This design comes from an exercise in tuning for small area, a short achievable clock period and few clock cycles per item on the open sky130 flow, not from production work.
RTL that was checked went through simulation tests only; none was proved equivalent to the original.
Function not checked in run 1: the RTL went through the layout flow alone.
Power figures rest on the tool's default switching activity, not on a simulated workload.

<file path="constraint.sdc">
create_clock -name core_clock -period 9.0 [get_ports {CLK}]
set_input_delay 1.8000 -clock core_clock [delete_from_list [all_inputs] [get_ports {CLK}]]
set_output_delay 1.8000 -clock core_clock [all_outputs]
set_load 0.01 [all_outputs]
</file>
<file path="config.mk">
export PLATFORM = sky130hd
export DESIGN_NAME = snn_ff_core
export DESIGN_NICKNAME = snn_ff_core
export VERILOG_FILES = /design/flow/design.v
export SDC_FILE = /design/flow/constraint.sdc
export NUM_CORES = 4
export LEC_CHECK = 0
export CAP_MARGIN = 20
export CORE_MARGIN = 2
export CORE_UTILIZATION = 60
export SETUP_SLACK_MARGIN = 5
export SLEW_MARGIN = 20
export SYNTH_HIERARCHICAL = 1
</file>
<file path="design.v">
`timescale 1ns/10ps
package aer_pkg;
    typedef logic [$clog2(16)-1:0]  pre_addr_t;
    typedef logic [$clog2(8)-1:0] post_addr_t;
    typedef struct packed {
        logic      tick;
        pre_addr_t addr;
    } aer_in_t;
    typedef post_addr_t aer_out_t;
endpackage
`timescale 1ns/10ps
package neuron_pkg;
    typedef logic signed [8-1:0] weight_t;
    typedef logic [8*8-1:0] weight_row_t;
    typedef logic signed [12-1:0] membrane_t;
    typedef logic [$clog2(8+1)-1:0] spike_cnt_t;
    typedef logic [$clog2(8*8*8+1)-1:0] goodness_t;
endpackage
`timescale 1ns/10ps
`timescale 1ns/10ps
`timescale 1ns/10ps
`timescale 1ns/10ps
`timescale 1ns/10ps
`timescale 1ns/10ps
module snn_ff_core
(
    input  logic       CLK,
    input  logic       rst,
    input  logic [4:0] aer_in_addr,     
    input  logic       aer_in_req,
    output logic       aer_in_ack,
    input  logic       prog_en,
    input  logic [3:0] prog_pre,
    input  logic [2:0] prog_post,
    input  logic [7:0] prog_weight,
    output logic [2:0] aer_out_addr,
    output logic       aer_out_req,
    input  logic       aer_out_ack,
    output logic       sample_done,
    output logic [9:0] goodness
);
    localparam int NPRE  = 16;
    localparam int NPOST = 8;
    localparam int QD    = 2;                
    logic [NPOST*8-1:0] st [NPRE];
    logic [3:0]         ph;
    logic       bv, av;          
    logic [3:0] bj;              
    logic [2:0] aj;              
    logic [2:0] bq, aq;          
    logic [7:0] bw, aw;          
    always_ff @(posedge CLK) begin
        ph <= ph + 1'b1;
        bj <= prog_pre + ph + 4'd2;
        bq <= prog_post;
        bw <= prog_weight;
        aj <= bj[3:1] + 3'd1;
        aq <= bq;
        aw <= bw;
        if (rst) begin
            bv <= 1'b0;
            av <= 1'b0;
        end else begin
            bv <= prog_en;
            av <= bv & bj[0];
        end
    end
    logic [NPOST-1:0] selb [NPRE/2];
    logic [NPOST-1:0] sela [NPRE/2];
    always_comb begin
        for (int m = 0; m < NPRE / 2; m++) begin
            for (int q = 0; q < NPOST; q++) begin
                selb[m][q] = bv && !bj[0] && bj[3:1] == 3'(m) && bq == 3'(q);
                sela[m][q] = av && aj == 3'(m) && aq == 3'(q) && !selb[m][q];
            end
        end
    end
    logic [7:0] st_in [NPRE/2][NPOST];
    for (genvar m = 0; m < NPRE / 2; m++) begin : g_inj
        for (genvar q = 0; q < NPOST; q++) begin : g_q
            snn_aoi222 #(.W(8)) u_inj (
                .a(sela[m][q]), .da((m % 2 == 1) ? aw : ~aw),
                .b(selb[m][q]), .db((m % 2 == 1) ? bw : ~bw),
                .c(!sela[m][q] && !selb[m][q]), .dc(st[(2*m+NPRE-1)%NPRE][q*8 +: 8]),
                .y(st_in[m][q])
            );
        end
    end
    always_ff @(posedge CLK) begin
        for (int m = 0; m < NPRE / 2; m++) begin
            st[2*m+1] <= st[2*m];
            for (int q = 0; q < NPOST; q++) begin
                st[2*m][q*8 +: 8] <= st_in[m][q];
            end
        end
    end
    logic            in_rdy;         
    logic            wv;             
    logic            wt;             
    logic [NPRE-1:0] wsel;           
    logic            take;
    logic            go;             
    assign aer_in_ack = aer_in_req & in_rdy;
    assign take       = aer_in_req & in_rdy;
    logic [3:0] rpos;
    assign rpos = aer_in_addr[3:0] + ph + 4'd1;
    always_ff @(posedge CLK) begin
        if (take) wt <= aer_in_addr[4];
        for (int p = 0; p < NPRE; p++) wsel[p] <= (rpos == 4'(p));
        wneg <= rpos[1];
    end
    logic [10:0]        mem    [NPOST];
    logic [10:0]        mem_ev [NPOST];
    logic [NPOST-1:0]   fmask;
    logic [NPOST*8-1:0] row;
    logic [2:0]         tick_no;
    logic               last;        
    logic               wneg;        
    logic [NPOST*8-1:0] row_t, row_n;
    always_comb begin
        row_t = '0;
        row_n = '0;
        for (int p = 0; p < NPRE; p++) begin
            if ((p / 2) % 2 == 1) row_n = row_n | (st[p] & {NPOST*8{wsel[p]}});
            else                  row_t = row_t | (st[p] & {NPOST*8{wsel[p]}});
        end
        row = row_t | ({NPOST*8{wneg}} & ~row_n);
    end
    always_comb begin
        for (int i = 0; i < NPOST; i++) begin
            logic [11:0] s;
            s = {1'b0, mem[i]} + {{4{row[i*8+7]}}, row[i*8 +: 8]};
            if (s[11]) mem_ev[i] = row[i*8+7] ? 11'd0 : 11'd2047;
            else       mem_ev[i] = s[10:0];
            fmask[i] = |mem[i][10:6];
        end
    end
    assign last = (tick_no == 3'(8 - 1));
    logic [NPOST-1:0] hm;            
    logic             hl;            
    logic             hv;            
    logic [2:0]       ha;            
    logic [NPOST:0]   qe [QD];       
    logic [$clog2(QD+1)-1:0] qn;
    logic             ack_q;
    logic             sent;          
    logic             push;
    logic             qfull;
    logic [NPOST-1:0] hm_rest, hm_n;
    logic             hl_n;
    logic [$clog2(QD+1)-1:0] qn_n;
    logic             done_now;      
    logic             pop, byp, pushq;
    logic [2:0]       ha_n;
    assign aer_out_req  = hv & ~aer_out_ack;
    assign aer_out_addr = ha;
    assign sent         = aer_out_ack & ~ack_q & hv;
    assign qfull = (qn == QD);
    assign go    = wv & (~wt | ~qfull | ~(|fmask | last));
    assign push  = go & wt & (|fmask | last);
    always_comb begin
        hm_rest  = sent ? (hm & (hm - 1'b1)) : hm;
        done_now = (hm_rest == '0) && hl;
        pop      = (hm_rest == '0) && (qn != 0);
        byp      = (hm_rest == '0) && (qn == 0) && push;
        pushq    = push && !byp;
        qn_n     = qn - pop + pushq;
        if (pop) begin
            hm_n = qe[0][NPOST-1:0];
            hl_n = qe[0][NPOST];
        end else if (byp) begin
            hm_n = fmask;
            hl_n = last;
        end else begin
            hm_n = hm_rest;
            hl_n = hl && !done_now;
        end
        ha_n = '0;
        for (int i = NPOST - 1; i >= 0; i--) begin
            if (hm_n[i]) ha_n = 3'(i);
        end
    end
    always_ff @(posedge CLK) begin
        if (rst) begin
            hm    <= '0;
            hl    <= 1'b0;
            hv    <= 1'b0;
            qn    <= '0;
            ack_q <= 1'b0;
        end else begin
            hm    <= hm_n;
            hl    <= hl_n;
            hv    <= |hm_n;
            qn    <= qn_n;
            ack_q <= aer_out_ack;
        end
        ha <= ha_n;
    end
    always_ff @(posedge CLK) begin
        for (int i = 0; i < QD; i++) begin
            if (pushq && qn - pop == $bits(qn)'(i)) qe[i] <= {last, fmask};
            else if (pop && i < QD - 1)               qe[i] <= qe[i + 1];
        end
    end
    always_ff @(posedge CLK) begin
        if (rst) begin
            wv      <= 1'b0;
            in_rdy  <= 1'b1;
            tick_no <= '0;
            for (int i = 0; i < NPOST; i++) mem[i] <= '0;
        end else begin
            wv     <= take | (wv & ~go);
            in_rdy <= ~prog_en & ~(take ? (aer_in_addr[4] & (qn_n == QD))
                                        : (wv & ~go & wt & (qn_n == QD)));
            if (go) begin
                if (!wt) begin
                    for (int i = 0; i < NPOST; i++) mem[i] <= mem_ev[i];
                end else begin
                    tick_no <= tick_no + 1'b1;
                    for (int i = 0; i < NPOST; i++) begin
                        if (fmask[i] || last) mem[i] <= '0;
                    end
                end
            end
        end
    end
    logic       s1;              
    logic [2:0] sq;              
    logic       fin;             
    logic [2:0] cnt [NPOST];     
    logic [9:0] gsum;
    assign goodness = gsum;
    always_ff @(posedge CLK) begin
        sq <= ha;
        if (rst) begin
            s1          <= 1'b0;
            fin         <= 1'b0;
            sample_done <= 1'b0;
            gsum        <= '0;
            for (int i = 0; i < NPOST; i++) cnt[i] <= '0;
        end else begin
            s1          <= sent;
            fin         <= done_now;
            sample_done <= fin;
            if (sample_done) begin
                gsum <= '0;
                for (int i = 0; i < NPOST; i++) cnt[i] <= '0;
            end else if (s1) begin
                gsum    <= gsum + {6'd0, cnt[sq], 1'b1};
                cnt[sq] <= cnt[sq] + 1'b1;
            end
        end
    end
endmodule
module snn_aoi222 #(parameter int W = 8)
(
    input  logic         a,
    input  logic [W-1:0] da,
    input  logic         b,
    input  logic [W-1:0] db,
    input  logic         c,
    input  logic [W-1:0] dc,
    output logic [W-1:0] y
);
    assign y = ~(({W{a}} & da) | ({W{b}} & db) | ({W{c}} & dc));
endmodule
</file>
<file path="run.sh">
#!/bin/bash
# synth_recipe.tcl (not shown) runs the flow's synth.tcl, then flattens the netlist and writes it again
# the make line also repeats each setting of config.mk as NAME=value (left out here)
make -C /OpenROAD-flow-scripts/flow DESIGN_CONFIG=/design/flow/config.mk WORK_HOME=/design/flow/orfs CLKGATE_MAP_FILE= SYNTH_SCRIPT=/design/flow/synth_recipe.tcl finish
</file>
==> summary.md, run 1 <==
| Metric | Value |
|---|---|
| Distinct cells, synth | `72` |
| Final setup fails | `0` |
| Grt total ovfl | `0` |
| Starting Density | `0.6086` |
| P_leak | `19.66 nW` |
| Adder-Cell Fraction of Synth Area | `0.03732` |
| Clock period minus worst slack | `4.104 ns` |
| Clk latency of the worst-skew pair | `0.72 ns` |
| Clock sinks | `1,244` |
| Maximum root-to-sink buffer count | `3` |
| Avg Inst Size Synth | `11.26 µm²` |
| Die ar. | `0.07799 mm²` |
| Routed Antenna Nets | `0` |
| Worst slew pin tran | `1.329 ns` |
| Die Ht | `279.3 µm` |
| Yosys reg bits | `1,244` |
| EDFF count, synth | `43` |
| Commonest cells after routing, fill and taps aside | `1,178 x dfxtp_1, 576 x a222oi_1, 187 x nor2_1` |
| DP HPWL | `106,800 µm` |
| Synth Area in XOR/XNOR | `0.01753` |
| First-pass GRT wire length | `265,400 µm` |
| Drt first pass iters | `17` |
| Synth Area in Simple Gates | `0.08328` |
| Post-synthesis compound-gate area fraction | `0.2640` |
| Crit Path Category | `flip-flop to flip-flop` |
| RSZ-0062 raised after global routing | `true` |
| Vias per cell | `8.093` |
| Global Route Usage Sum | `0.4595` |
| Routability cong. | `0.9791` |
| Slew headroom | `0.1141` |
| Row Count | `100` |
| Post-Synthesis Cells | `4,038` |
| Syn_nets | `4,192` |
| Clock slew at reported path FFs | `0.06 ns` |
| Cell area after synthesis | `0.04546 mm²` |
| Peak VDD IR | `0.2383 mV` |
| CTS tree | `yes` |
| Synth warn | `20` |
| Peak Freq | `243.7 MHz` |
| Root Buffer | `clkbuf_16` |
| Min-Delay Path Class | `flip-flop to flip-flop` |
| CTS Buf Count | `120` |
| Synth async-reset ratio | `0` |
| Vias in the first global route | `41,060` |
| Number of DRC markers in iteration 0 | `10,590` |
| Fin crit share | `0.4560` |
| WHS | `0.3417 ns` |
| Status | `finished clean` |
| Synth Flop Type | `dfxtp_1` |
| Largest net degree at the start of global routing | `50` |
| Hold_buf cts | `0` |
| Worst Path Max Fanout | `10` |
| Share of layout cells above drive strength 1 | `0.1188` |
| DRC | `0` |
| Post-Route Setup TNS | `0 ns` |
| Drt wl/cell | `36.13 µm` |
| Pins over their slew limit | `0` |
| CTS H-tree depth | `3` |
| CP required | `9.57 ns` |
| Largest family of logic cells by synthesized area | `compound AO/OA/AOI/OAI gates` |
| R2r worst-path depth | `5` |
| Most common cell after layout, fill and taps aside | `dfxtp_1` |
| Mux contribution to synthesized area | `0.004596` |
| PwrDens | `255.2 mW/mm²` |
| Ports | `41` |
| Core Region | `0.07470 mm²` |
| Fin. Hold Viols | `0` |
| Critical Path AT | `4.67 ns` |
| Max cap viols | `0` |
| Hold path depth | `0` |
| Layout Skew | `0.04060 ns` |
| Initial antenna violation count | `4` |
| Layout area overhead | `14.16%` |
| Die Span X | `279.3 µm` |
| Via count | `41,550` |
| Critical Path Source Type | `flip-flop` |
| CP endpoint kind | `flip-flop` |
| Sequential share of the synthesized area | `0.5573` |
| Diode count | `0` |
| Final WL | `185,500 µm` |
| PortBufs | `40` |
| Final net count | `4,218` |
## worst paths after layout
kind / startpoint / to / slack [ns]
worst max-delay path: bv$_SDFF_PP0_ / st[10][26]$_DFF_P_ / 4.90
worst max register to register: bv$_SDFF_PP0_ / st[10][26]$_DFF_P_ / 4.90
worst min register to register: st[14][21]$_DFF_P_ / st[15][21]$_DFF_P_ / 0.34
worst min-delay path: st[14][21]$_DFF_P_ / st[15][21]$_DFF_P_ / 0.34
## synthesized netlist by cell type, types with 6 or more instances
| cell | count | share of area |
|---|---|---|
| a31oi_1 | 13 | 0.0018 |
| clkbuf_1 | 137 | 0.011 |
| a31o_2 | 8 | 0.0015 |
| o211ai_1 | 11 | 0.0018 |
| clkbuf_2 | 128 | 0.014 |
| a221oi_1 | 130 | 0.025 |
| a21o_1 | 16 | 0.0026 |
| and2_1 | 15 | 0.0021 |
| or3_1 | 6 | 0.00083 |
| o21ai_0 | 53 | 0.0058 |
| a41oi_1 | 6 | 0.0012 |
| nor2b_1 | 25 | 0.0034 |
| nand4_1 | 112 | 0.015 |
| a221o_1 | 70 | 0.015 |
| fa_1 | 11 | 0.0048 |
| dfxtp_1 | 1201 | 0.53 |
| or2_2 | 9 | 0.0012 |
| a21oi_1 | 143 | 0.016 |
| nand2b_1 | 17 | 0.0023 |
| xor2_1 | 27 | 0.0052 |
| ha_1 | 118 | 0.032 |
| o21a_1 | 10 | 0.0017 |
| a41o_1 | 8 | 0.0018 |
| a22o_1 | 117 | 0.023 |
| edfxtp_1 | 43 | 0.028 |
| a222oi_1 | 576 | 0.13 |
| inv_1 | 92 | 0.0076 |
| nand2_1 | 189 | 0.016 |
| a211o_1 | 6 | 0.0012 |
| a211oi_1 | 23 | 0.0038 |
| a22oi_1 | 162 | 0.027 |
| nand3b_1 | 18 | 0.0030 |
| buf_1 | 29 | 0.0024 |
| nor2_1 | 199 | 0.016 |
| xnor2_1 | 64 | 0.012 |
| mux2_2 | 11 | 0.0027 |
| and3_1 | 25 | 0.0034 |
| nor3_1 | 90 | 0.0099 |
| nand3_1 | 52 | 0.0057 |
## stage by stage
| stage | cell area (µm²) | instances | utilization | setup WS, ns | power (mW) |
|---|---|---|---|---|---|
| 4_1_cts | 51600 | 5126 | 0.6908 | 5.003 | 13.12 |
| 3_5_place_dp | 46920 | 4878 | 0.6281 | 3.633 | 7.819 |
| 6_report | 51900 | 5134 | 0.6948 | 4.896 | 13.25 |
| 3_3_place_gp | 46860 | 4877 | 0.6273 | 3.822 | 7.768 |
| 5_1_grt | 51900 | 5134 | 0.6948 | 4.945 | 13.57 |
| 2_1_floorplan | 45550 | 4038 | - | 4.795 | 7.278 |
## where the power goes
part / total, mW / internal (mW) / switching (mW)
clock: 5.40 / 3.21 / 2.19
sequential: 6.21 / 5.92 / 0.287
combinational: 1.64 / 0.607 / 1.03
total: 13.2 / 9.74 / 3.51
## worst max-delay path, stage by stage, from the launching register on
cell	delay [ns]
dfxtp_1	0.60
nor2b_1	0.42
nand3_1	0.85
nor2_1	1.15
a21oi_1	0.49
a222oi_1	0.47
## routing by layer
| metal | global-route usage | wire length, µm |
|---|---|---|
| met5 | 0.006254 | 155 |
| met4 | 0.2945 | 13840 |
| met2 | 0.6614 | 76400 |
| met3 | 0.1856 | 31320 |
| met1 | 0.5697 | 63800 |
## final cells by class
class	count	area (µm²)
well taps	969	1212
fillers	5467	22800
clock inverters	47	659.4
flip-flops and latches	1244	25380
multi-input cells	2405	18790
clock buffers	176	3582
inverters	92	345.3
repair buffers	201	1928
## sequential cells by signal, summed over array words and instances, names as in the netlist, 10 cells and up
register  flops
st         1024
mem          88
cnt          24
qe           18
wsel         16
gsum         10
## cells by family after synthesis
logic type / Yosys count
flip-flops: 1244
multiplexers: 17
XOR/XNOR: 91
AND/OR/NAND/NOR: 777
AO/OA/AOI/OAI: 1391
buffers and inverters: 389
adder cells (fa/ha/maj): 129
## repair_timing
item | CTS | global route
setup endpoints to repair | 120 | 100
pin swaps | 4 | 2
buffers inserted | 25 | 6
gates resized for setup | 75 | 48
==> run 2, diff against run 1 <==
--- a/design.v
+++ b/design.v
@@ -44,2 +44,3 @@
     localparam int QD    = 2;                
+    localparam int QW    = $clog2(QD + 1);
     logic [NPOST*8-1:0] st [NPRE];
@@ -100,2 +101,4 @@
     logic [NPRE-1:0] wsel;           
+    logic [1:0]      wpos;           
+    logic            wfirst;         
     logic            take;
@@ -108,13 +111,24 @@
         if (take) wt <= aer_in_addr[4];
-        for (int p = 0; p < NPRE; p++) wsel[p] <= (rpos == 4'(p));
-        wneg <= rpos[1];
+        if (take) begin
+            wpos <= rpos[1:0];
+            for (int p = 0; p < NPRE; p++) wsel[p] <= (rpos == 4'(p));
+        end else begin
+            wpos <= wpos + 1'b1;
+            wsel <= {wsel[NPRE-2:0], wsel[NPRE-1]};
+        end
+        wfirst <= take & ~aer_in_addr[4];
     end
     logic [10:0]        mem    [NPOST];
-    logic [10:0]        mem_ev [NPOST];
     logic [NPOST-1:0]   fmask;
-    logic [NPOST*8-1:0] row;
+    localparam int NH = NPOST / 2;
+    logic [NH*8-1:0]    row;         
+    logic               hodd;        
+    logic [10:0]        mem_h  [NH];
+    logic [10:0]        mem_hn [NH];
     logic [2:0]         tick_no;
     logic               last;        
-    logic               wneg;        
-    logic [NPOST*8-1:0] row_t, row_n;
+    logic            wneg;           
+    logic [NH*8-1:0] row_t, row_n;
+    assign wneg = wpos[1];
+    assign hodd = wpos[0];
     always_comb begin
@@ -123,13 +137,16 @@
         for (int p = 0; p < NPRE; p++) begin
-            if ((p / 2) % 2 == 1) row_n = row_n | (st[p] & {NPOST*8{wsel[p]}});
-            else                  row_t = row_t | (st[p] & {NPOST*8{wsel[p]}});
-        end
-        row = row_t | ({NPOST*8{wneg}} & ~row_n);
-    end
-    always_comb begin
+            if ((p / 2) % 2 == 1) row_n = row_n | (st[p][(p%2)*NH*8 +: NH*8] & {NH*8{wsel[p]}});
+            else                  row_t = row_t | (st[p][(p%2)*NH*8 +: NH*8] & {NH*8{wsel[p]}});
+        end
+        row = row_t | ({NH*8{wneg}} & ~row_n);
+    end
+    always_comb begin
+        for (int i = 0; i < NH; i++) begin
+            logic [11:0] s;
+            mem_h[i] = hodd ? mem[i + NH] : mem[i];
+            s = {1'b0, mem_h[i]} + {{4{row[i*8+7]}}, row[i*8 +: 8]};
+            if (s[11]) mem_hn[i] = row[i*8+7] ? 11'd0 : 11'd2047;
+            else       mem_hn[i] = s[10:0];
+        end
         for (int i = 0; i < NPOST; i++) begin
-            logic [11:0] s;
-            s = {1'b0, mem[i]} + {{4{row[i*8+7]}}, row[i*8 +: 8]};
-            if (s[11]) mem_ev[i] = row[i*8+7] ? 11'd0 : 11'd2047;
-            else       mem_ev[i] = s[10:0];
             fmask[i] = |mem[i][10:6];
@@ -143,3 +160,3 @@
     logic [NPOST:0]   qe [QD];       
-    logic [$clog2(QD+1)-1:0] qn;
+    logic [QW-1:0]    qn;
     logic             ack_q;
@@ -150,3 +167,3 @@
     logic             hl_n;
-    logic [$clog2(QD+1)-1:0] qn_n;
+    logic [QW-1:0]    qn_n;
     logic             done_now;      
@@ -158,3 +175,3 @@
     assign qfull = (qn == QD);
-    assign go    = wv & (~wt | ~qfull | ~(|fmask | last));
+    assign go    = wv & (wt ? (~qfull | ~(|fmask | last)) : ~wfirst);
     assign push  = go & wt & (|fmask | last);
@@ -200,3 +217,3 @@
         for (int i = 0; i < QD; i++) begin
-            if (pushq && qn - pop == $bits(qn)'(i)) qe[i] <= {last, fmask};
+            if (pushq && qn - pop == QW'(i)) qe[i] <= {last, fmask};
             else if (pop && i < QD - 1)               qe[i] <= qe[i + 1];
@@ -214,6 +231,10 @@
                                         : (wv & ~go & wt & (qn_n == QD)));
+            if (wv && !wt) begin
+                for (int i = 0; i < NH; i++) begin
+                    if (hodd) mem[i + NH] <= mem_hn[i];
+                    else      mem[i]      <= mem_hn[i];
+                end
+            end
             if (go) begin
-                if (!wt) begin
-                    for (int i = 0; i < NPOST; i++) mem[i] <= mem_ev[i];
-                end else begin
+                if (wt) begin
                     tick_no <= tick_no + 1'b1;
--- a/config.mk
+++ b/config.mk
@@ -9,3 +9,3 @@
 export CORE_MARGIN = 2
-export CORE_UTILIZATION = 60
+export CORE_UTILIZATION = 50
 export SETUP_SLACK_MARGIN = 5
==> run 2 against run 1 <==
  * Highest routed layer unchanged
  * Synthesized area fell by 8.9%
  * Critical path type unchanged
  * Cell count fell by 7.1%
  * Design area fell by 7.4%
  * Critical endpoint is now st[10][43]$_DFF_P_
  * Largest power group unchanged
  * Still clean on timing, DRC and antenna
==> summary.md, run 2 <==
| Metric | Value |
|---|---|
| Post-synth top cells | `1,203 x dfxtp_1, 544 x a222oi_1, 227 x nor2_1, 187 x nand2_1, 128 x clkbuf_2` |
| RSZ-0062 raised after global routing | `true` |
| Post-Route Setup TNS | `0 ns` |
| PwrDens | `287.0 mW/mm²` |
| Drt wl/cell | `34.08 µm` |
| Final net count | `3,699` |
| Number of DRC markers in iteration 0 | `8,062` |
| Cell area after synthesis | `0.04144 mm²` |
| Layout area overhead | `15.92%` |
| Vias per cell | `7.340` |
| Peak VDD IR | `0.1845 mV` |
| Clock slew at reported path FFs | `0.06 ns` |
| Crit path cell chain | `nor2b_1 -> nand3_1 -> nor2_1 -> a21oi_1 -> a222oi_1` |
| Most numerous cell in the Yosys netlist | `dfxtp_1` |
| Row Count | `105` |
| Placement-stage cell area | `0.04300 mm²` |
| Crit Path Category | `flip-flop to flip-flop` |
| EDFF count, synth | `43` |
| Final setup fails | `0` |
| Diode count | `0` |
| Synth async-reset ratio | `0` |
| Routed Antenna Nets | `0` |
| CP peak stage delay | `1.12 ns` |
| Pins over their slew limit | `0` |
| Post-synth top area share | `0.5812` |
| Critical Path Source Type | `flip-flop` |
| Largest net degree at the start of global routing | `51` |
| Die Span X | `291.9 µm` |
| CTS H-tree depth | `3` |
| Top flop regs | `st (1024), mem (88), cnt (24)` |
| Grt total ovfl | `0` |
| Via count | `35,000` |
| Initial antenna violation count | `6` |
| Avg Inst Size Synth | `11.68 µm²` |
| Synth Flop Type | `dfxtp_1` |
| Post-Synthesis Cells | `3,549` |
| Crit-path slowest cell | `nor2_1` |
| Final WL | `162,500 µm` |
| DRC | `0` |
| Min-Delay Path Class | `flip-flop to flip-flop` |
| Most flops, register | `st` |
| Sequential share of the synthesized area | `0.6124` |
| CP endpoint kind | `flip-flop` |
| Synth warn | `22` |
| Worst Path Buf+Inv | `0` |
| Vias in the first global route | `34,340` |
| Distinct cells, synth | `73` |
| Final instance area | `0.04803 mm²` |
| CP required | `9.56 ns` |
| Max reg flops | `1,024` |
| Fin crit share | `0.4498` |
| Drt first pass iters | `11` |
| Worst Hold Launch | `st[4][43]$_DFF_P_` |
| Syn_nets | `3,647` |
| Clock period minus worst slack | `4.048 ns` |
| Routability cong. | `0.9411` |
| Share of layout cells above drive strength 1 | `0.1414` |
| Yosys reg bits | `1,246` |
| Launching point of the worst reg2reg path | `bv$_SDFF_PP0_` |
| Maximum root-to-sink buffer count | `3` |
| Max cap viols | `0` |
| Die Ht | `291.9 µm` |
| Critical path origin | `bv$_SDFF_PP0_` |
| Root Buffer | `clkbuf_16` |
| DP HPWL | `99,300 µm` |
| Starting Density | `0.5047` |
| Main area contributors after synthesis | `dfxtp_1 58%, a222oi_1 13%, edfxtp_1 3.1%` |
| Worst slew pin tran | `1.340 ns` |
| Worst Path Max Fanout | `10` |
| P_leak | `18.10 nW` |
| Commonest cells after routing, fill and taps aside | `1,189 x dfxtp_1, 544 x a222oi_1, 216 x nor2_1` |
| Critical Path AT | `4.61 ns` |
| Die ar. | `0.08519 mm²` |
| Most common cell after layout, fill and taps aside | `dfxtp_1` |
| Top cell type by total area after synthesis | `dfxtp_1` |
| Global Route Usage Sum | `0.3635` |
| PortBufs | `40` |
| Clock sinks | `1,246` |
| Ports | `41` |
| First-pass GRT wire length | `229,400 µm` |
| Clk latency of the worst-skew pair | `0.72 ns` |
| Kind of cell adding the most delay to the critical path | `simple AND/OR/NAND/NOR gates` |
| Status | `finished clean` |
| Fin. Hold Viols | `0` |
| Core Region | `0.08211 mm²` |
| CTS tree | `yes` |
| Filler instances | `6,676` |
| Slew headroom | `0.1069` |
| Layout Skew | `0.04703 ns` |
| Peak Freq | `247.0 MHz` |
| CTS Buf Count | `118` |
[run 2: changes by cell type after synthesis, sizes merged, moves of 34 or more]
cell / delta
a22o: -53
ha: -52
o22ai: +42
a22oi: -77
nand4: -52
xnor2: -34
mux2: +39
a221o: -69
a221oi: -65
[run 2: layer usage]
metal / vias to the layer above / track usage / part of all wire
met1: 16940 / 0.4592 / 0.36
met4: 12 / 0.1799 / 0.056
met5: - / 0 / 0.00047
met3: 673 / 0.1276 / 0.15
met2: 3091 / 0.5527 / 0.43
li1: 14290 / - / -
[run 2: cell families (layout without fill, tap and decap cells)]
kind of cell,count (synthesis),after routing,synth area share
buf+inv,322,470,0.03315
flops,1246,1246,0.6124
simple gates,695,697,0.07733
mux,58,58,0.01552
xor+xnor,48,48,0.01015
compound gates,1101,1101,0.2267
fa+ha+maj,79,79,0.02476
[run 2: through the flow]
step | cells | total power, mW | hold slack [ns] | util | setup slack, ns
after global routing | 4769 | 14.21 | 0.3012 | 0.5850 | 4.962
final | 4769 | 13.78 | 0.3027 | 0.5850 | 4.952
after detailed placement | 4509 | 8.364 | 0.3121 | 0.5237 | 3.422
after floorplan | 3549 | 7.584 | 0.3096 | - | 4.843
after global placement | 4508 | 8.310 | 0.3095 | 0.5228 | 3.452
after CTS | 4738 | 13.57 | 0.2943 | 0.5768 | 5.000
[run 2: power breakdown]
part | switching, mW | internal (mW)
sequential | 0.265 | 5.95
clock | 2.21 | 3.03
combinational | 1.49 | 0.851
total | 3.96 | 9.82
[run 2: repair_timing]
item / CTS / global route
gates resized for setup: 57 / 78
pin swaps: 14 / 40
setup buffers: 10 / 27
cloned: 1 / 3
hold buffers: 0 / 0
endpoints found under the setup margin: 109 / 105
[run 2: layout make-up]
| cell class | count | area [µm²] | share of cell area |
|---|---|---|---|
| clock buffers | 172 | 3498 | 0.07283 |
| multi-input cells | 1983 | 15260 | 0.3177 |
| well taps | 1070 | 1339 | 0.02787 |
| repair buffers | 178 | 1620 | 0.03373 |
| clock inverters | 46 | 636.9 | 0.01326 |
| inverters | 74 | 282.8 | 0.005887 |
| flip-flops and latches | 1246 | 25400 | 0.5287 |
[run 2: worst paths after layout]
| kind | to | slack [ns] | cells after the start |
|---|---|---|---|
| setup / recovery | st[10][43]$_DFF_P_ | 4.95 | 5 |
| hold / removal | st[5][43]$_DFF_P_ | 0.30 | 0 |
| setup reg to reg | st[10][43]$_DFF_P_ | 4.95 | 5 |
| hold reg to reg | st[5][43]$_DFF_P_ | 0.30 | 0 |
[run 2: worst register-to-register path, cell delays in order, from the launching register on]
cell,delay [ns]
dfxtp_1,0.34
nor2b_1,0.56
nand3_1,0.77
nor2_1,1.12
a21oi_1,0.51
a222oi_1,0.61
Testbench counts of run 2, summed over its fixed seeds: cycles 31,437, samples 384.
==> run 3, diff against run 2 <==
--- a/design.v
+++ b/design.v
@@ -65,3 +65,4 @@
             bv <= prog_en;
-            av <= bv & bj[0];
+            av <= bv & bj[0] & ~(prog_en && prog_post == bq &&
+                                 prog_pre + ph + 4'd2 == bj + 4'd1);
         end
@@ -74,3 +75,3 @@
                 selb[m][q] = bv && !bj[0] && bj[3:1] == 3'(m) && bq == 3'(q);
-                sela[m][q] = av && aj == 3'(m) && aq == 3'(q) && !selb[m][q];
+                sela[m][q] = av && aj == 3'(m) && aq == 3'(q);
             end
--- a/config.mk
+++ b/config.mk
@@ -7,7 +7,10 @@
 export LEC_CHECK = 0
-export CAP_MARGIN = 20
+export CAP_MARGIN = 30
 export CORE_MARGIN = 2
 export CORE_UTILIZATION = 50
+export CTS_BUF_LIST = sky130_fd_sc_hd__clkbuf_8
+export CTS_CLUSTER_DIAMETER = 60
+export CTS_CLUSTER_SIZE = 16
 export SETUP_SLACK_MARGIN = 5
-export SLEW_MARGIN = 20
+export SLEW_MARGIN = 30
 export SYNTH_HIERARCHICAL = 1
==> run 3 against run 2 <==
  * Non-clock buffer count down 11
  * Critical path type unchanged
  * Critical path depth increased by 9
  * Critical endpoint is now mem[5][3]$_SDFF_PP0_
  * Sequential cell count unchanged
  * Clock-buffer cell count decreased by 75
==> summary.md, run 3 <==
| Metric | Value |
|---|---|
| Global Route Usage Sum | `0.3542` |
| CTS H-tree depth | `3` |
| CTS Buf Count | `94` |
| Layout Skew | `0.04302 ns` |
| Avg Inst Size Synth | `11.83 µm²` |
| Syn_nets | `3,606` |
| Mux contribution to synthesized area | `0.02014` |
| Final WL | `157,400 µm` |
| Top flop regs | `st (1024), mem (88), cnt (24)` |
| Critical Path AT | `4.67 ns` |
| Launching point of the worst reg2reg path | `wpos[1]$_DFF_P_` |
| Vias in the first global route | `33,910` |
| Min-Delay Path Class | `flip-flop to flip-flop` |
| Worst Path Max Fanout | `33` |
| Most flops, register | `st` |
| Main area contributors after synthesis | `dfxtp_1 58%, a222oi_1 13%, nor2_1 3.1%` |
| Layout area overhead | `9.034%` |
| Largest net degree at the start of global routing | `36` |
| Peak Freq | `247.8 MHz` |
| Clock slew at reported path FFs | `0.10 ns` |
| Via count | `34,100` |
| Vias per cell | `7.340` |
| Root Buffer | `clkbuf_8` |
| Synth Flop Type | `dfxtp_1` |
| Starting Density | `0.5053` |
| Crit Path Category | `flip-flop to flip-flop` |
| Most common cell after layout, fill and taps aside | `dfxtp_1` |
| Final net count | `3,634` |
| CP required | `9.63 ns` |
| Commonest cells after routing, fill and taps aside | `1,184 x dfxtp_1, 548 x a222oi_1, 341 x nor2_1` |
| Pins over their slew limit | `0` |
| Max cap viols | `0` |
| P_leak | `17.04 nW` |
| Reg area | `0.02541 mm²` |
| Drt wl/cell | `33.88 µm` |
| Routability cong. | `0.9653` |
| Post-synth top area share | `0.5804` |
| Slew headroom | `0.2423` |
| Maximum root-to-sink buffer count | `3` |
| Ports | `41` |
| Most numerous cell in the Yosys netlist | `dfxtp_1` |
| Peak VDD IR | `0.1460 mV` |
| DP HPWL | `97,920 µm` |
| Filler instances | `6,952` |
| Routed Antenna Nets | `0` |
| Critical Path Source Type | `flip-flop` |
| Distinct cells, synth | `89` |
| RSZ-0062 raised after global routing | `false` |
| Dpl cells | `4,496` |
| Share of layout cells above drive strength 1 | `0.1142` |
| Clock period minus worst slack | `4.036 ns` |
| Yosys reg bits | `1,246` |
| CP endpoint kind | `flip-flop` |
| Worst reg2reg path endpoint | `mem[5][3]$_SDFF_PP0_` |
| R2r worst-path depth | `14` |
| Finished Layout Cells | `4,646` |
| Row Count | `105` |
| Die Span X | `292.1 µm` |
| Final instance area | `0.04524 mm²` |
| Die Ht | `292.1 µm` |
| Cell area after synthesis | `0.04149 mm²` |
| Fin. Hold Viols | `0` |
| Hold Path Sink | `st[11][33]$_DFF_P_` |
| Post-synth top cells | `1,203 x dfxtp_1, 548 x a222oi_1, 345 x nor2_1, 150 x nand2_1, 128 x clkbuf_2` |
| Hold path depth | `0` |
| First-pass GRT wire length | `223,600 µm` |
| PwrDens | `256.6 mW/mm²` |
| Final Power | `11.61 mW` |
| Status | `finished clean` |
| Multi-input logic area | `0.01506 mm²` |
| Worst Hold Launch | `st[10][33]$_DFF_P_` |
| DRC | `0` |
| Fin crit share | `0.4484` |
| FF-to-FF setup slack | `4.96 ns` |
| Final setup fails | `0` |
| Adder-Cell Fraction of Synth Area | `0.02551` |
| Synth warn | `22` |
| Post-Route Setup TNS | `0 ns` |
| PortBufs | `40` |
| Number of DRC markers in iteration 0 | `7,778` |
| Post-synthesis compound-gate area fraction | `0.2185` |
| Die ar. | `0.08530 mm²` |
| Top cell type by total area after synthesis | `dfxtp_1` |
| Clock sinks | `1,246` |
| Synth Area in Simple Gates | `0.07964` |
| CTS tree | `yes` |
| Drt first pass iters | `14` |
| Placement-stage cell area | `0.04310 mm²` |
| Sequential share of the synthesized area | `0.6115` |
| Synth async-reset ratio | `0` |
| Post-Synthesis Cells | `3,507` |
| Grt total ovfl | `0` |
| Hold_buf cts | `0` |
| Max reg flops | `1,024` |
| Initial antenna violation count | `1` |
| Clk latency of the worst-skew pair | `0.76 ns` |
| Synth Area in XOR/XNOR | `0.01288` |
| Largest family of logic cells by synthesized area | `compound AO/OA/AOI/OAI gates` |
| Core Region | `0.08211 mm²` |
| EDFF count, synth | `43` |
| Worst slew pin tran | `1.135 ns` |
==> run 3: cell count changes after synthesis, moves of 18 or more <==
cell	change
nor2_1	+118
a21oi_1	-66
nor3_1	-46
nand2_1	-37
o22ai_1	-24
clkbuf_1	-18
==> run 3: worst max-delay path by stage <==
| stage | depth (start not counted) | start | to |
|---|---|---|---|
| 2_1_floorplan | 11 | aer_out_ack | qe[0][2]$_DFFE_PP_ |
| 3_3_place_gp | 4 | aer_in_req | aer_in_ack |
| 3_5_place_dp | 4 | aer_in_req | aer_in_ack |
| 4_1_cts | 4 | aer_in_req | aer_in_ack |
| 5_1_grt | 14 | wpos[1]$_DFF_P_ | mem[5][3]$_SDFF_PP0_ |
| 6_report | 14 | wpos[1]$_DFF_P_ | mem[5][3]$_SDFF_PP0_ |
==> run 3: layout make-up <==
cell class	count	share of cell area
clock inverter	37	0.009071
antenna	3	0.0001659
timing repair buffer	167	0.03136
tap	1070	0.02959
sequential	1246	0.5616
multi-input combinational	1957	0.3329
inverter	69	0.005780
clock buffer	97	0.02951
==> run 3: report_power, final <==
part,switching [mW],internal (mW),leakage [nW],total (mW)
Clock,1.84,1.21,0.918,3.05
Sequential,0.277,5.95,10.7,6.23
Combinational,1.48,0.860,5.41,2.33
Total,3.59,8.02,17.0,11.6
==> run 3: timing repair <==
| item | CTS | global route |
|---|---|---|
| gates cloned | 1 | 1 |
| hold endpoints to repair | 0 | 0 |
| pin swaps | 3 | 14 |
| endpoints found under the setup margin | 113 | 86 |
| setup buffers | 3 | 7 |
| resized for setup | 38 | 46 |
==> run 3: worst max-delay path: stages (launching register included) <==
cell and delay (ns):
dfxtp_1 0.34, buf_4 0.61, nand3_1 0.25, a221oi_1 0.35, a21oi_1 0.18, buf_4 0.23, inv_1 0.20, ha_1 0.29
o21a_1 0.17, o41ai_4 0.09, o21ai_1 0.14, a31o_2 0.30, and2_1 0.20, o21ai_0 0.23, a2bb2o_1 0.30
==> run 3: logic make-up after synthesis <==
logic type / count (synthesis)
simple gates: 724
mux: 67
fa+ha+maj: 82
buf+inv: 305
xor+xnor: 61
flops: 1246
compound gates: 1022
==> run 3: stage by stage <==
| step | utilization | hold WS, ns | setup slack, ns |
|---|---|---|---|
| after floorplan | - | 0.3096 | 4.720 |
| after global placement | 0.5248 | 0.3095 | 3.591 |
| after detailed placement | 0.5249 | 0.3121 | 3.544 |
| after CTS | 0.5474 | 0.3098 | 4.861 |
| after global routing | 0.5509 | 0.3109 | 4.972 |
| final | 0.5510 | 0.3146 | 4.964 |
==> run 3: per-layer routing <==
| metal | GRT usage | share of wire | vias up |
|---|---|---|---|
| met5 | 0 | 0 | - |
| met4 | 0.2092 | 0.067 | 0 |
| met3 | 0.09842 | 0.13 | 713 |
| met2 | 0.5437 | 0.43 | 2918 |
| met1 | 0.4465 | 0.37 | 16510 |
| li1 | - | - | 13960 |
Testbench counts of run 3, summed over its fixed seeds: cycles 31,437, samples 384.
==> run 4, diff against run 3 <==
--- a/design.v
+++ b/design.v
@@ -99,2 +99,4 @@
     logic            in_rdy;         
+    logic            in_ackd;        
+    logic            in_acken;       
     logic            wv;             
@@ -106,3 +108,3 @@
     logic            go;             
-    assign aer_in_ack = aer_in_req & in_rdy;
+    assign aer_in_ack = aer_in_req & in_acken;
     assign take       = aer_in_req & in_rdy;
@@ -222,2 +224,6 @@
     end
+    logic rdy_n, ackd_n;
+    assign ackd_n = take | (in_ackd & aer_in_req);
+    assign rdy_n  = ~ackd_n & ~prog_en & ~(take ? (aer_in_addr[4] & (qn_n == QD))
+                      : (wv & ~go & wt & (qn_n == QD)));
     always_ff @(posedge CLK) begin
@@ -226,2 +232,4 @@
             in_rdy  <= 1'b1;
+            in_ackd <= 1'b0;
+            in_acken <= 1'b1;
             tick_no <= '0;
@@ -230,4 +238,5 @@
             wv     <= take | (wv & ~go);
-            in_rdy <= ~prog_en & ~(take ? (aer_in_addr[4] & (qn_n == QD))
-                                        : (wv & ~go & wt & (qn_n == QD)));
+            in_ackd  <= ackd_n;
+            in_rdy   <= rdy_n;
+            in_acken <= rdy_n | ackd_n;
             if (wv && !wt) begin
==> run 4 against run 3 <==
  * Utilization decreased by 0.067 points
  * Clock-buffer cell count is 10 higher
  * Highest routed layer is now met5
  * Clock power grew 3%
  * Largest power group unchanged
  * First-iteration DRC count is 2.2% higher
  * Combinational power is 19% lower
  * Synthesized cell count rose by 1.0%
  * Total power shrank 3.3%
  * Synthesized area is 0.31% lower
==> summary.md, run 4 <==
| Metric | Value |
|---|---|
| Status | `finished clean` |
| Final setup margin | `5.022 ns` |
| Routability cong. | `0.9637` |
| Max reg flops | `1,024` |
| Grt total ovfl | `0` |
| Clk latency of the worst-skew pair | `0.78 ns` |
| Fin. Hold Viols | `0` |
| Min-Delay Path Class | `flip-flop to flip-flop` |
| Initial antenna violation count | `3` |
| Final setup fails | `0` |
| Worst slew pin tran | `1.112 ns` |
| P_leak | `17.12 nW` |
| Slew headroom | `0.2538` |
| Pins over their slew limit | `0` |
| Sequential share of power | `0.553` |
| Row Count | `105` |
| Avg Inst Size Synth | `11.67 µm²` |
| CTS tree | `yes` |
| Top Metal Used | `met5` |
| Internal power | `7.859 mW` |
| CTS H-tree depth | `3` |
| Post-Route M1 WL | `60,260 µm` |
| CP endpoint kind | `output pin` |
| PortBufs | `40` |
| Starting Density | `0.5046` |
| Global Route Usage Sum | `0.3529` |
| Net Sw Power | `3.369 mW` |
| Clock sinks | `1,248` |
| Layout Skew | `0.05292 ns` |
| Clk pwr share | `0.279` |
| Largest net degree at the start of global routing | `39` |
| PwrDens | `248.9 mW/mm²` |
| Vias in the first global route | `32,630` |
| Post-synth top cells | `1,205 x dfxtp_1, 544 x a222oi_1, 354 x nor2_1, 206 x nand2_1, 128 x clkbuf_2` |
| Synth async-reset ratio | `0` |
| Peak Freq | `251.4 MHz` |
| CTS Buf Count | `97` |
| Clock period minus worst slack | `3.978 ns` |
| Critical path origin | `aer_in_req` |
| Synth Flop Type | `dfxtp_1` |
| WL met3 | `21,540 µm` |
| Syn_nets | `3,642` |
| Most common cell after layout, fill and taps aside | `dfxtp_1` |
| Die ar. | `0.08504 mm²` |
| Fin crit share | `0.4420` |
| Core Region | `0.08198 mm²` |
| Most numerous cell in the Yosys netlist | `dfxtp_1` |
| Ports | `41` |
| Main area contributors after synthesis | `dfxtp_1 58%, a222oi_1 13%, nor2_1 3.2%` |
| Comb pwr share | `0.168` |
| Critical Path AT | `2.18 ns` |
| Critical Path Source Type | `input pin` |
| Launching point of the worst reg2reg path | `wsel[11]$_DFF_P_` |
| Post-Route Setup TNS | `0 ns` |
| Vias per cell | `7.243` |
| Final WL | `156,600 µm` |
| Final Power | `11.23 mW` |
| Crit Path Category | `input pin to output pin` |
| Met2 Wirelength | `65,950 µm` |
| Top cell type by total area after synthesis | `dfxtp_1` |
| Die Ht | `291.6 µm` |
| DRC | `0` |
| Worst Path Max Fanout | `3` |
| Cell area after synthesis | `0.04136 mm²` |
| Peak VDD IR | `0.1531 mV` |
| Commonest cells after routing, fill and taps aside | `1,185 x dfxtp_1, 544 x a222oi_1, 351 x nor2_1` |
| Post-synth top area share | `0.5832` |
| Post-Synthesis Cells | `3,543` |
| Worst Hold Launch | `st[14][46]$_DFF_P_` |
| Clock slew at reported path FFs | `0.10 ns` |
| Max cap viols | `0` |
| First-pass GRT wire length | `221,100 µm` |
| Maximum root-to-sink buffer count | `3` |
| RSZ-0062 raised after global routing | `true` |
| Filler instances | `6,930` |
| Synth warn | `22` |
| DP HPWL | `100,100 µm` |
| Drt wl/cell | `33.50 µm` |
| Sequential share of the synthesized area | `0.6144` |
| Die Span X | `291.6 µm` |
| Top flop regs | `st (1024), mem (88), cnt (24)` |
| EDFF count, synth | `43` |
| Most flops, register | `st` |
| Distinct cells, synth | `75` |
| Layout Utilization | `0.5503` |
| Root Buffer | `clkbuf_8` |
| Yosys reg bits | `1,248` |
| Dpl ws | `3.797 ns` |
| Share of layout cells above drive strength 1 | `0.1103` |
| CP required | `7.20 ns` |
| Switching part of the total | `0.3001` |
| Layout area overhead | `9.066%` |
| Via count | `33,870` |
| Number of DRC markers in iteration 0 | `7,952` |
| Routed Antenna Nets | `0` |
| Final net count | `3,653` |
| Drt first pass iters | `20` |
run 4: cell types whose count changed in the layout (fill, tap and decap cells not counted), moves of 10 or more:
cell,previous run,this run
nand2_1,149,204
inv_1,76,66
nand3_1,26,50
o2bb2ai_1,21,2
clkbuf_8,97,107
nor2_1,341,351
buf_4,114,90
nor3_1,39,24
o21ai_0,46,60
run 4: power by group through the flow:
| stage | Sequential, mW | Combinational [mW] | Clock (mW) |
|---|---|---|---|
| CTS | 6.19 | 1.80 | 3.15 |
| finish | 6.21 | 1.88 | 3.13 |
| global route | 6.24 | 2.01 | 3.35 |
| floorplan | 6.21 | 1.18 | 0 |
| global placement | 6.31 | 1.72 | 0 |
| detailed placement | 6.32 | 1.76 | 0 |
run 4: worst max-delay path, cell delays in order:
cell and delay, ns:
buf_2 0.11, and2_1 0.13, buf_2 0.14
run 4: layout make-up:
class / count / area (µm²) / area share
diodes: 8 / 20.02 / 0.0004438
clock buffers: 107 / 1473 / 0.03264
clock inverters: 36 / 377.9 / 0.008376
inverters: 67 / 254.0 / 0.005630
multi-input cells: 1997 / 14960 / 0.3316
flip-flops and latches: 1248 / 25440 / 0.5640
well taps: 1070 / 1339 / 0.02968
repair buffers: 143 / 1247 / 0.02765
run 4: metrics by stage:
step,hold slack [ns],instance area (µm²),cells
final,0.3227,45110,4676
after CTS,0.3193,44890,4665
after detailed placement,0.3121,42910,4516
after floorplan,0.3096,41490,3543
after global placement,0.3095,42890,4515
after global routing,0.3289,45100,4669
run 4: path summary, 6_finish.rpt:
path                                to  slack [ns]  cells past startpoint
setup / recovery            aer_in_ack        5.02                      3
hold / removal      st[15][46]$_DFF_P_        0.32                      0
setup reg to reg  mem[6][6]$_SDFF_PP0_        5.07                     16
hold reg to reg     st[15][46]$_DFF_P_        0.32                      0
run 4: kinds of logic (layout without fill, tap and decap cells):
logic type	after synthesis	in the layout	synth area share
flip-flops	1248	1248	0.6144
AO/OA/AOI/OAI	1002	1002	0.2139
AND/OR/NAND/NOR	787	787	0.08412
buffers and inverters	298	353	0.03113
adder cells (fa/ha/maj)	80	80	0.02511
multiplexers	66	66	0.01824
XOR/XNOR	62	62	0.01313
other	0	8	0
run 4: what timing repair did:
| action | in CTS | in global routing |
|---|---|---|
| gates resized for setup | 46 | 42 |
| buffers inserted | 6 | 2 |
| hold buffers | 0 | 0 |
| gates cloned | 0 | 0 |
| pin swaps | 6 | 13 |
| setup endpoints to repair | 115 | 66 |
run 4: layer usage:
metal	track usage	vias to the layer above
met1	0.4726	16590
met3	0.1051	546
met5	0.007374	-
met4	0.1729	2
li1	-	13950
met2	0.5194	2783
Testbench counts of run 4, summed over its fixed seeds: cycles 31,437, samples 384.
==> run 5, diff against run 4 <==
--- a/config.mk
+++ b/config.mk
@@ -9,3 +9,3 @@
 export CORE_MARGIN = 2
-export CORE_UTILIZATION = 50
+export CORE_UTILIZATION = 48
 export CTS_BUF_LIST = sky130_fd_sc_hd__clkbuf_8
==> run 5 against run 4 <==
  * Clock power is 4% lower
  * Critical path depth stayed put
  * Routed wire length is 2.6% lower
  * Sequential cell count stayed put
  * Hold slack worse by 0.017 ns
  * Largest cell class unchanged
  * Clock skew is 0.011 ns lower
  * Global-route usage is 2.4 points lower
  * Non-clock buffer count is 27 higher
  * Design area is 0.30% higher
  * Cell count is 1.9% higher
==> summary.md, run 5 <==
| Metric | Value |
|---|---|
| Final setup fails | `0` |
| Clock period minus worst slack | `3.985 ns` |
| Synth Flop Type | `dfxtp_1` |
| Routability cong. | `0.9312` |
| Final WL | `152,600 µm` |
| Largest family of logic cells by synthesized area | `compound AO/OA/AOI/OAI gates` |
| PortBufs | `40` |
| Post-synth top cells | `1,205 x dfxtp_1, 544 x a222oi_1, 354 x nor2_1, 206 x nand2_1, 128 x clkbuf_2` |
| CP required | `7.20 ns` |
| Clk latency of the worst-skew pair | `0.76 ns` |
| Crit Path Category | `input pin to output pin` |
| Post-synth top area share | `0.5832` |
| Clock slew at reported path FFs | `0.10 ns` |
| Drt first pass iters | `10` |
| Adder-Cell Fraction of Synth Area | `0.02511` |
| Top cell type by total area after synthesis | `dfxtp_1` |
| Die Ht | `297.6 µm` |
| Sequential share of the synthesized area | `0.6144` |
| Die Span X | `297.6 µm` |
| Die ar. | `0.08854 mm²` |
| Syn_nets | `3,642` |
| Initial antenna violation count | `4` |
| DP HPWL | `97,060 µm` |
| Maximum root-to-sink buffer count | `3` |
| Synth warn | `22` |
| Peak VDD IR | `0.1245 mV` |
| Most common cell after layout, fill and taps aside | `dfxtp_1` |
| Clock sinks | `1,248` |
| Starting Density | `0.4850` |
| Layout Skew | `0.04161 ns` |
| CP endpoint kind | `output pin` |
| Synth Area in Simple Gates | `0.08412` |
| Via count | `33,810` |
| Number of DRC markers in iteration 0 | `7,863` |
| CTS H-tree depth | `3` |
| Grt total ovfl | `0` |
| Hold_buf cts | `0` |
| Drt wl/cell | `32.02 µm` |
| Distinct cells, synth | `75` |
| Global Route Usage Sum | `0.3286` |
| R2r worst-path depth | `15` |
| Main area contributors after synthesis | `dfxtp_1 58%, a222oi_1 13%, nor2_1 3.2%` |
| P_leak | `17.19 nW` |
| Synth async-reset ratio | `0` |
| Fin crit share | `0.4428` |
| Root Buffer | `clkbuf_8` |
| Pins over their slew limit | `0` |
| Synth Area in XOR/XNOR | `0.01313` |
| Post-synthesis compound-gate area fraction | `0.2139` |
| Worst Path Max Fanout | `3` |
| CTS Buf Count | `94` |
| Launching point of the worst reg2reg path | `wsel[5]$_DFF_P_` |
| Finished Layout Cells | `4,764` |
| Critical Path AT | `2.19 ns` |
| Worst reg2reg path endpoint | `mem[1][5]$_SDFF_PP0_` |
| Avg Inst Size Synth | `11.67 µm²` |
| First-pass GRT wire length | `218,600 µm` |
| DRC | `0` |
| Max reg flops | `1,024` |
| Max cap viols | `0` |
| Fin. Hold Viols | `0` |
| Post-Synthesis Cells | `3,543` |
| Vias per cell | `7.097` |
| Layout area overhead | `9.389%` |
| RSZ-0062 raised after global routing | `true` |
| Final net count | `3,677` |
| Ports | `41` |
| Dpl cells | `4,605` |
| Most numerous cell in the Yosys netlist | `dfxtp_1` |
| Core Region | `0.08528 mm²` |
| Worst slew pin tran | `1.072 ns` |
| Final Power | `11.08 mW` |
| Peak Freq | `250.9 MHz` |
| Most flops, register | `st` |
| Top flop regs | `st (1024), mem (88), cnt (24)` |
| Routed Antenna Nets | `0` |
| Share of layout cells above drive strength 1 | `0.1117` |
| EDFF count, synth | `43` |
| Vias in the first global route | `33,030` |
| Row Count | `107` |
| Largest net degree at the start of global routing | `51` |
| Crit path to | `aer_in_ack` |
| WHS | `0.3057 ns` |
| Commonest cells after routing, fill and taps aside | `1,191 x dfxtp_1, 544 x a222oi_1, 351 x nor2_1` |
| Critical Path Source Type | `input pin` |
| Post-Route Setup TNS | `0 ns` |
| Critical path origin | `aer_in_req` |
| Status | `finished clean` |
| Layout Utilization | `0.5306` |
| PwrDens | `244.8 mW/mm²` |
| Cell area after synthesis | `0.04136 mm²` |
| Yosys reg bits | `1,248` |
| CTS tree | `yes` |
| Min-Delay Path Class | `flip-flop to flip-flop` |
| FF-to-FF setup slack | `5.03 ns` |
| Mux contribution to synthesized area | `0.01824` |
| Slew headroom | `0.2829` |
## run 5: cell counts after synthesis
Identical to the previous run, type by type.
## run 5: worst max-delay path, cell delays in order
cell and delay (ns):
buf_4 0.13, and2_4 0.14, buf_6 0.11
## run 5: area by class of cell
cell class	count	area [µm²]
repair buffers	170	1468
fillers	7309	40030
multi-input cells	1997	14910
well taps	1144	1431
diodes	3	7.507
clock inverters	30	296.5
flip-flops and latches	1248	25430
clock buffers	105	1445
inverters	67	254.0
## run 5: cells by family after synthesis
kind of cell | Yosys count
compound gates | 1002
xor+xnor | 62
fa+ha+maj | 80
buf+inv | 298
flops | 1248
mux | 66
simple gates | 787
## run 5: what timing repair did
| action | in CTS | in global routing |
|---|---|---|
| gates resized for setup | 34 | 57 |
| buffers inserted | 7 | 14 |
| setup endpoints to repair | 104 | 98 |
| pin swaps | 6 | 19 |
## run 5: how the worst min path moves through the flow
stage                                  start                 end  cells past startpoint
after floorplan           st[10][32]$_DFF_P_  st[11][32]$_DFF_P_                      0
after global placement     st[2][53]$_DFF_P_   st[3][53]$_DFF_P_                      0
after detailed placement  st[14][53]$_DFF_P_  st[15][53]$_DFF_P_                      0
after CTS                  st[6][39]$_DFF_P_   st[7][39]$_DFF_P_                      0
after global routing       st[0][38]$_DFF_P_   st[1][38]$_DFF_P_                      0
final                     st[12][35]$_DFF_P_  st[13][35]$_DFF_P_                      0
## run 5: metal layers
| metal | track usage | share of wire |
|---|---|---|
| met5 | 0 | 0.00021 |
| met4 | 0.1638 | 0.055 |
| met3 | 0.09108 | 0.13 |
| met2 | 0.5049 | 0.44 |
| met1 | 0.4250 | 0.37 |
## run 5: metrics by stage
stage          setup slack (ns)  area [µm²]
2_1_floorplan             4.780       41490
3_3_place_gp              3.790       43100
3_5_place_dp              3.647       43100
4_1_cts                   4.875       44950
5_1_grt                   4.913       45240
6_report                  5.015       45250
## run 5: where the power goes
group / total (mW) / switching [mW] / internal, mW
Clock: 3.01 / 1.84 / 1.17
Sequential: 6.20 / 0.254 / 5.94
Combinational: 1.87 / 1.20 / 0.675
==> run 6, diff against run 5 <==
--- a/design.v
+++ b/design.v
@@ -52,7 +52,8 @@
     logic [7:0] bw, aw;          
+    assign bv = prog_en;
+    assign bj = prog_pre + ph + 4'd1;
+    assign bq = prog_post;
+    assign bw = prog_weight;
     always_ff @(posedge CLK) begin
         ph <= ph + 1'b1;
-        bj <= prog_pre + ph + 4'd2;
-        bq <= prog_post;
-        bw <= prog_weight;
         aj <= bj[3:1] + 3'd1;
@@ -60,10 +61,4 @@
         aw <= bw;
-        if (rst) begin
-            bv <= 1'b0;
-            av <= 1'b0;
-        end else begin
-            bv <= prog_en;
-            av <= bv & bj[0] & ~(prog_en && prog_post == bq &&
-                                 prog_pre + ph + 4'd2 == bj + 4'd1);
-        end
+        if (rst) av <= 1'b0;
+        else     av <= bv & bj[0];
     end
@@ -75,3 +70,3 @@
                 selb[m][q] = bv && !bj[0] && bj[3:1] == 3'(m) && bq == 3'(q);
-                sela[m][q] = av && aj == 3'(m) && aq == 3'(q);
+                sela[m][q] = av && aj == 3'(m) && aq == 3'(q) && !selb[m][q];
             end
@@ -99,4 +94,2 @@
     logic            in_rdy;         
-    logic            in_ackd;        
-    logic            in_acken;       
     logic            wv;             
@@ -108,3 +101,3 @@
     logic            go;             
-    assign aer_in_ack = aer_in_req & in_acken;
+    assign aer_in_ack = aer_in_req & in_rdy;
     assign take       = aer_in_req & in_rdy;
@@ -224,6 +217,2 @@
     end
-    logic rdy_n, ackd_n;
-    assign ackd_n = take | (in_ackd & aer_in_req);
-    assign rdy_n  = ~ackd_n & ~prog_en & ~(take ? (aer_in_addr[4] & (qn_n == QD))
-                      : (wv & ~go & wt & (qn_n == QD)));
     always_ff @(posedge CLK) begin
@@ -232,4 +221,2 @@
             in_rdy  <= 1'b1;
-            in_ackd <= 1'b0;
-            in_acken <= 1'b1;
             tick_no <= '0;
@@ -238,5 +225,4 @@
             wv     <= take | (wv & ~go);
-            in_ackd  <= ackd_n;
-            in_rdy   <= rdy_n;
-            in_acken <= rdy_n | ackd_n;
+            in_rdy <= ~(take ? (aer_in_addr[4] & (qn_n == QD))
+                             : (wv & ~go & wt & (qn_n == QD)));
             if (wv && !wt) begin
--- a/config.mk
+++ b/config.mk
@@ -7,5 +7,5 @@
 export LEC_CHECK = 0
-export CAP_MARGIN = 30
+export CAP_MARGIN = 20
 export CORE_MARGIN = 2
-export CORE_UTILIZATION = 48
+export CORE_UTILIZATION = 50
 export CTS_BUF_LIST = sky130_fd_sc_hd__clkbuf_8
@@ -14,3 +14,3 @@
 export SETUP_SLACK_MARGIN = 5
-export SLEW_MARGIN = 30
+export SLEW_MARGIN = 20
 export SYNTH_HIERARCHICAL = 1
==> run 6 against run 5 <==
  * The layout now fails its checks (capacitance limit, slew limit)
  * Utilization grew 4.3 points
  * Total power grew 5.6%
  * Fmax shrank 2.1%
  * First-iteration DRC count grew 19%
  * Design area grew 3.6%
  * Cell count shrank 2.0%
  * Clock power shrank 2%
  * Via count grew 4.6%
  * Synthesized cell count shrank 1.7%
  * Sequential power grew 5.3%
  * Hold slack gained 0.018 ns
  * Global-route usage grew 5.9 points
  * Largest cell class unchanged
==> summary.md, run 6 <==
| Metric | Value |
|---|---|
| Status | `complete, but fails checks` |
| Violated Checks | `capacitance limit, slew limit` |
| Adder-Cell Fraction of Synth Area | `0.02443` |
| Commonest cells after routing, fill and taps aside | `1,178 x dfxtp_1, 544 x a222oi_1, 161 x nand2_1` |
| Dpl ws | `2.707 ns` |
| Layout Skew | `0.07453 ns` |
| Post-synthesis compound-gate area fraction | `0.2282` |
| Fin crit share | `0.4523` |
| Clock sinks | `1,230` |
| Fin. Hold Viols | `0` |
| Final WL | `172,100 µm` |
| CTS Buf Count | `95` |
| Maximum root-to-sink buffer count | `3` |
| Reg area | `0.02507 mm²` |
| FF-to-FF setup slack | `5.03 ns` |
| Pins over their slew limit | `1` |
| Vias per cell | `7.576` |
| Critical Path AT | `4.70 ns` |
| Max cap viols | `1` |
| EDFF count, synth | `43` |
| Starting Density | `0.5034` |
| Top Metal Used | `met5` |
| P_leak | `19.48 nW` |
| Distinct cells, synth | `86` |
| Post-Route M1 WL | `59,720 µm` |
| Final Power | `11.69 mW` |
| Post-Synthesis Cells | `3,484` |
| Crit Path Category | `input pin to flip-flop` |
| WL met3 | `26,220 µm` |
| Max reg flops | `1,024` |
| Hold path depth | `0` |
| Synth Area in Simple Gates | `0.07686` |
| Grt total ovfl | `0` |
| CP endpoint kind | `flip-flop` |
| Mux contribution to synthesized area | `0.01919` |
| CTS tree | `yes` |
| Drt wl/cell | `36.86 µm` |
| PwrDens | `249.5 mW/mm²` |
| Synth Flop Type | `dfxtp_1` |
| Initial antenna violation count | `3` |
| Worst reg2reg path endpoint | `mem[1][8]$_SDFF_PP0_` |
| Routability cong. | `0.9585` |
| Peak VDD IR | `0.1383 mV` |
| Syn_nets | `3,581` |
| Largest family of logic cells by synthesized area | `compound AO/OA/AOI/OAI gates` |
| Die Ht | `290.8 µm` |
| Die ar. | `0.08458 mm²` |
| Routed Antenna Nets | `0` |
| Worst Path Max Fanout | `10` |
| Largest net degree at the start of global routing | `35` |
| DP HPWL | `105,900 µm` |
| Min-Delay Path Class | `flip-flop to flip-flop` |
| Most flops, register | `st` |
| Cell area after synthesis | `0.04113 mm²` |
| Hold_buf cts | `0` |
| Final setup fails | `0` |
| Post-Route Setup TNS | `0 ns` |
| Synth warn | `22` |
| Worst slew pin tran | `1.492 ns` |
| CTS H-tree depth | `3` |
| Number of DRC markers in iteration 0 | `9,327` |
| Slew headroom | `-0.00007457` |
| Via count | `35,370` |
| First-pass GRT wire length | `237,700 µm` |
| Vias in the first global route | `33,340` |
| Met2 Wirelength | `72,170 µm` |
| Filler instances | `6,642` |
| Die Span X | `290.8 µm` |
| Final setup margin | `4.929 ns` |
| PortBufs | `40` |
| Clk latency of the worst-skew pair | `0.80 ns` |
| Global Route Usage Sum | `0.3879` |
| Peak Freq | `245.7 MHz` |
| Worst Hold Launch | `st[14][45]$_DFF_P_` |
| Top cell type by total area after synthesis | `dfxtp_1` |
| Yosys reg bits | `1,230` |
| Top flop regs | `st (1024), mem (88), cnt (24)` |
| Core Region | `0.08172 mm²` |
| Layout area overhead | `13.93%` |
| Share of layout cells above drive strength 1 | `0.1870` |
| Most common cell after layout, fill and taps aside | `dfxtp_1` |
| Post-synth top cells | `1,187 x dfxtp_1, 544 x a222oi_1, 202 x nor2_1, 165 x nand2_1, 128 x clkbuf_2` |
| Launching point of the worst reg2reg path | `wsel[0]$_DFF_P_` |
| Synth Area in XOR/XNOR | `0.01001` |
| Multi-input logic area | `0.01664 mm²` |
| DRC | `0` |
| CP required | `9.62 ns` |
| Clock slew at reported path FFs | `0.10 ns` |
| Root Buffer | `clkbuf_8` |
| Row Count | `105` |
| Hold Path Sink | `st[15][45]$_DFF_P_` |
| Sequential share of the synthesized area | `0.6091` |
| Drt first pass iters | `15` |
| Ports | `41` |
| RSZ-0062 raised after global routing | `false` |
| Clock period minus worst slack | `4.071 ns` |
| Main area contributors after synthesis | `dfxtp_1 58%, a222oi_1 13%, edfxtp_1 3.1%` |
| Critical Path Source Type | `input pin` |
| Avg Inst Size Synth | `11.81 µm²` |
| Most numerous cell in the Yosys netlist | `dfxtp_1` |
| Post-synth top area share | `0.5777` |
| WHS | `0.3239 ns` |
| Final net count | `3,660` |
| R2r worst-path depth | `13` |
| Synth async-reset ratio | `0` |
-- run 6: power breakdown --
group          internal, mW  switching [mW]
clock network          1.09            1.85
registers              6.09           0.438
logic                 0.813            1.41
-- run 6: area by class of cell --
class                   count  area share
flip-flops and latches   1230      0.5349
multi-input cells        1951      0.3550
repair buffers            220     0.04079
clock buffers              99     0.02907
well taps                1070     0.02857
clock inverters            33    0.006327
inverters                  65    0.005313
diodes                      1  0.00005340
-- run 6: logic make-up (layout without fill, tap and decap cells) --
family	Yosys count	count (layout)
flops	1230	1230
compound gates	1092	1092
simple gates	667	668
buf+inv	304	417
fa+ha+maj	77	77
mux	67	67
xor+xnor	47	47
other cells	0	1
-- run 6: worst max-delay path: stages --
cell and delay (ns):
clkdlybuf4s50_1 0.47, ha_1 0.32, nor2b_1 0.13, o21ai_0 0.17
nand2b_1 0.11, xor2_2 0.19, inv_2 0.12, nand4_1 0.14
buf_4 0.27, nor2_4 0.30, nor3_4 0.14, a222oi_1 0.51
-- run 6: metrics by stage --
stage	area, µm²	cells	utilization
2_1_floorplan	41340	3484	-
3_3_place_gp	42520	4426	0.5204
3_5_place_dp	42560	4428	0.5208
4_1_cts	45640	4603	0.5585
5_1_grt	46860	4669	0.5735
6_report	46860	4669	0.5735
-- run 6: worst max path at each step --
stage / start / to / slack (ns) / depth (start not counted)
final: prog_pre[1] / st[2][33]$_DFF_P_ / 4.93 / 12
after global routing: prog_pre[1] / st[10][21]$_DFF_P_ / 4.95 / 12
after CTS: prog_pre[0] / st[6][18]$_DFF_P_ / 4.79 / 12
after detailed placement: prog_pre[0] / st[6][60]$_DFF_P_ / 2.71 / 11
after global placement: prog_pre[0] / st[6][1]$_DFF_P_ / 2.81 / 11
after floorplan: prog_pre[0] / st[14][14]$_DFF_P_ / 4.85 / 10
-- run 6: per-layer routing --
metal / up-vias / GRT usage
met4: 4 / 0.2553
li1: 14130 / -
met2: 3323 / 0.5741
met1: 17020 / 0.4799
met5: - / 0
met3: 905 / 0.1343
-- run 6: what timing repair did --
| item | 4_1_cts | 5_1_grt |
|---|---|---|
| setup buffers | 42 | 64 |
| gates resized for setup | 269 | 138 |
| pin swaps | 37 | 96 |
| endpoints found under the setup margin | 600 | 570 |
| gates cloned | 1 | 0 |
Testbench counts of run 6, summed over its fixed seeds: cycles 31,429, samples 384.

re-timing with driven ports:
The results above use ideal ports. As a check the final layouts listed here were re-extracted and re-timed, cells and wires unchanged. Step 1 assumes that a clkbuf_16 drives the clock port and a buf_2 every other input. Step 2 moves the port delays by t, midway between the first and last clock arrival at a register: inputs arrive t later, outputs are due t later. That takes back most of the time a late clock gives input paths. Slacks: ideal / step 1 / step 2; pairs: ideal / step 1.
run | shift t [ns] | slack for setup (ns) | hold WS [ns] | worst setup path after step 2 | slew at the worst register clock pin (ns)
run 1 | 0.766 | 4.896 / 4.896 / 4.354 | 0.342 / 0.342 / 0.342 | input to register | 0.07 / 0.07
run 2 | 0.767 | 4.952 / 4.952 / 4.468 | 0.303 / 0.303 / 0.303 | input to register | 0.07 / 0.07
run 3 | 0.802 | 4.964 / 4.964 / 4.390 | 0.315 / 0.315 / 0.315 | input to register | 0.11 / 0.11
run 4 | 0.813 | 5.022 / 5.002 / 4.425 | 0.323 / 0.323 / 0.323 | input to register | 0.10 / 0.10
run 5 | 0.803 | 5.015 / 4.983 / 4.466 | 0.306 / 0.306 / 0.306 | input to register | 0.11 / 0.11
run 6 | 0.821 | 4.929 / 4.957 / 4.143 | 0.324 / 0.324 / 0.324 | input to register | 0.11 / 0.11
For run 6, which loses most, drivers alone change the setup slack by +0.028 ns; drivers and shift together by -0.786 ns.
